This design comes from an exercise in tuning for a short achievable clock period and few clock cycles per item on the open sky130 flow, not from production work.
The RTL was checked by simulation tests, not by an equivalence proof against the original design.
No activity file was given, so power comes from the tool's default toggle rates.

==> run a: inputs <==
Design decode_stage_buffered, start of the top module:
module decode_stage_buffered #(
  parameter int XLEN      = 32,
  parameter int BUF_DEPTH = 4,
  parameter int NUM_REGS  = 32
) (
  input  logic                         clk_i,
  input  logic                         rst_i,
  input  logic                         flush_i,
  input  logic                         getir_valid_i,
  output logic                         getir_ready_o,
  input  logic [31:0]                  getir_buyruk_i,
  input  logic [XLEN-1:0]              getir_ps_i,
  input  logic                         writeback_enable_i,
  input  logic [4:0]                   writeback_address_i,
  input  logic [XLEN-1:0]              writeback_result_i,
  output logic                         yurut_valid_o,
  input  logic                         yurut_ready_i,
  output logic [3:0]                   yurut_birim_secimi_o,
  output logic [4:0]                   yurut_islem_secimi_o,
  output logic [XLEN-1:0]              yurut_integer_deger1_o,
  output logic [XLEN-1:0]              yurut_integer_deger2_o,
  output logic [XLEN-1:0]              yurut_immidiate_o,
  output logic [XLEN-1:0]              yurut_ps_yeni_o,
  output logic [4:0]                   yurut_rd_adres_o,
  output logic                         yurut_rd_write_o,
  output logic                         yurut_illegal_o,
  output logic [$clog2(BUF_DEPTH):0]   buf_count_o
);
  localparam int ND = 4;   
  logic [ND-1:0] rptr_q, wptr_q, f1_q, f2_q;    
  logic [ND-1:0] wr_q;                           
  logic [2:0]    count_q, count_n_q;      
  logic          ready_q, ready_n_q;      
  logic          head_ok_q;
  logic [31:0]   f_oh1_q, f_oh2_q, f_ohrd_q;   
  logic [4:0]    f_rs1_q, f_rs2_q, f_rd_q;
  logic          f_u1_q, f_u2_q, f_rdw_q;
  logic [4:0]    last_rd_q;               
  logic          last_rdw_q;
  logic [31:0]   g1_q, g2_q;              
  logic [31:0]   w_q;                     
  logic          s1_q, s2_q;              
  logic [4:0]    e_rs1  [ND];
  logic [4:0]    e_rs2  [ND];
  logic [4:0]    e_rd   [ND];
  logic          e_u1   [ND];
  logic          e_u2   [ND];
  logic          e_rdw  [ND];
  logic          e_pcop [ND];
  logic          e_dp   [ND];             
  logic          e_b1   [ND];             
  logic          e_b2   [ND];
  ...
==> flow/config.mk <==
export PLATFORM = sky130hd
export DESIGN_NAME = decode_stage_buffered
export DESIGN_NICKNAME = decode_stage_buffered
export VERILOG_FILES = /design/flow/design.v
export SDC_FILE = /design/flow/constraint.sdc
export NUM_CORES = 4
export LEC_CHECK = 0
export ABC_CLOCK_PERIOD_IN_PS = 1000
export CAP_MARGIN = 20
export CORE_MARGIN = 2
export CORE_UTILIZATION = 45
export CTS_CLUSTER_DIAMETER = 100
export CTS_CLUSTER_SIZE = 20
export SETUP_SLACK_MARGIN = 2.45
export SLEW_MARGIN = 20
==> flow/constraint.sdc <==
create_clock -name core_clock -period 4.5 [get_ports {clk_i}]
set_input_delay 0.9000 -clock core_clock [delete_from_list [all_inputs] [get_ports {clk_i}]]
set_output_delay 0.9000 -clock core_clock [all_outputs]
set_load 0.01 [all_outputs]
run.sh (not shown) runs the stock make flow with config.mk's settings and CLKGATE_MAP_FILE= SYNTH_SCRIPT=/design/flow/synth_recipe.tcl, a recipe that flattens the netlist after the stock synthesis.
==> run b: changes against run a <==
--- a/flow/design.v
+++ b/flow/design.v
@@ -306,40 +306,31 @@
       count_n_q <= ~(issue ? cnt_i : cnt_n);
       ready_q   <=  (issue ? rdy_i : rdy_n);
       ready_n_q <= ~(issue ? rdy_i : rdy_n);
       head_ok_q <= issue ? hok_i : hok_n;
       f1_q      <= wptr_q & {ND{push}};
       f2_q      <= f1_q;
     end
   end
-  logic [31:0] rd1a, rd1b, rd2a, rd2b;
+  logic [31:0] rd1, rd2;
   always_comb begin
-    rd1a = '0; rd1b = '0; rd2a = '0; rd2b = '0;
-    for (int r = 1; r < 16; r++) begin
-      rd1a = rd1a | (regs[r] & {32{f_oh1_q[r]}});
-      rd2a = rd2a | (regs[r] & {32{f_oh2_q[r]}});
-    end
-    for (int r = 16; r < 32; r++) begin
-      rd1b = rd1b | (regs[r] & {32{f_oh1_q[r]}});
-      rd2b = rd2b | (regs[r] & {32{f_oh2_q[r]}});
+    rd1 = '0; rd2 = '0;
+    for (int r = 1; r < 32; r++) begin
+      rd1 = rd1 | (regs[r] & {32{f_oh1_q[r]}});
+      rd2 = rd2 | (regs[r] & {32{f_oh2_q[r]}});
     end
   end
-  logic [31:0] g1a_q, g1b_q, g2a_q, g2b_q;
   always_ff @(posedge clk_i) begin
-    g1a_q <= rd1a;
-    g1b_q <= rd1b;
-    g2a_q <= rd2a;
-    g2b_q <= rd2b;
-    w_q   <= writeback_result_i;
-    s1_q  <= fb1;
-    s2_q  <= fb2;
+    g1_q <= rd1;
+    g2_q <= rd2;
+    w_q  <= writeback_result_i;
+    s1_q <= fb1;
+    s2_q <= fb2;
   end
-  assign g1_q = g1a_q | g1b_q;
-  assign g2_q = g2a_q | g2b_q;
   logic [31:0] fill1, fill2;
   assign fill1 = s1_q ? w_q : g1_q;
   assign fill2 = s2_q ? w_q : g2_q;
   logic [ND-1:0] t1, t2, t3, wr;
   always_comb begin
     for (int i = 0; i < ND; i++) begin
       wr[i] = wr_q[i];
       t1[i] = e_u1[i]  && out_rdw_q && (e_rs1[i] == out_rd_q);
Settings changed: CTS_CLUSTER_DIAMETER 100 to default, CTS_CLUSTER_SIZE 20 to default.
==> run notes <==
Mapped Cells: run a 7218; run b 6876
Result of the run: run a complete, no violations; run b complete, no violations
Layout clock buffers: run a 200; run b 298
Register cell area after layout: run a 55700 µm²; run b 54600 µm²
CP Capture Point: run a yurut_integer_deger1_o[12]; run b yurut_integer_deger2_o[2]
Tightest slew margin relative to the limit: run a 25.3%; run b 13.5%
Global placement routability congestion: run a 0.927; run b 0.945
Number of antenna violations at the first check in global routing: run a 29; run b 47
PnR Total Power: run a 36.3 mW; run b 43.0 mW
Sum of net half-perimeters after detailed placement: run a 188000 µm; run b 198000 µm
Multiplexer fraction of the synthesized cell area: run a 3.18%; run b 7.34%
Fraction of power consumed by the clock network: run a 31.5%; run b 42.4%
Met1 WL: run a 127000 µm; run b 138000 µm
Transition at the pin with the smallest max-transition slack: run a 1120 ps; run b 1290 ps
Data arrival time of the critical path: run a 1310 ps; run b 1430 ps
Routed via count divided by cell count: run a 6.82; run b 7.17
Number of combinational gates with multiple inputs: run a 4407; run b 4153
Number of cells in the design after placement: run a 9533; run b 9240
Fraction of power spent switching nets: run a 24.3%; run b 24.1%
Global-route wire length before repair: run a 472000 µm; run b 525000 µm
# resized after CTS: run a 1116; run b 1276
Total via count after detailed routing: run a 67600; run b 71700
Post-Synth Adder-Cell Area: run a 0.101%; run b 0.102%
Count of antenna diodes in the layout: run a 13; run b 56
Start of the worst register-to-register path: run a hq_rs1[1]$_DFF_P_; run b f_oh1_q[27]$_DFF_P_
Testbench counts of run a, summed over its fixed seeds: cycles 8,947, items 4,800.
Testbench counts of run b, summed over its fixed seeds: cycles 8,947, items 4,800.

[separate check: timing with driven ports]
No port has a modelled driver above. Below, the same layouts with a new extraction and two added sets of constraints. Step 1, drivers: a clkbuf_16 drives clk_i and a buf_2 each remaining input, both assumed. Step 2, shift: input delay + t, output delay - t, t = (earliest + latest rising clock arrival at the registers) / 2. This alone moves slack from input paths to output paths. Three values: ideal, step 1, step 2; two values: the first two.
run | t, ns | setup WS [ns] | worst setup path at the end | latest minus earliest clock arrival (ns) | cell pins on the clock port's net
run a | 0.882 | 2.285 / 2.199 / 1.406 | input to register | 0.036 / 0.036 | 1
run b | 0.967 | 2.172 / 2.073 / 1.394 | input to register | 0.120 / 0.120 | 1
After both steps setup and hold are still met in every run listed. For run a, which loses most, drivers alone change the setup slack by -0.086 ns; drivers and shift together by -0.879 ns.
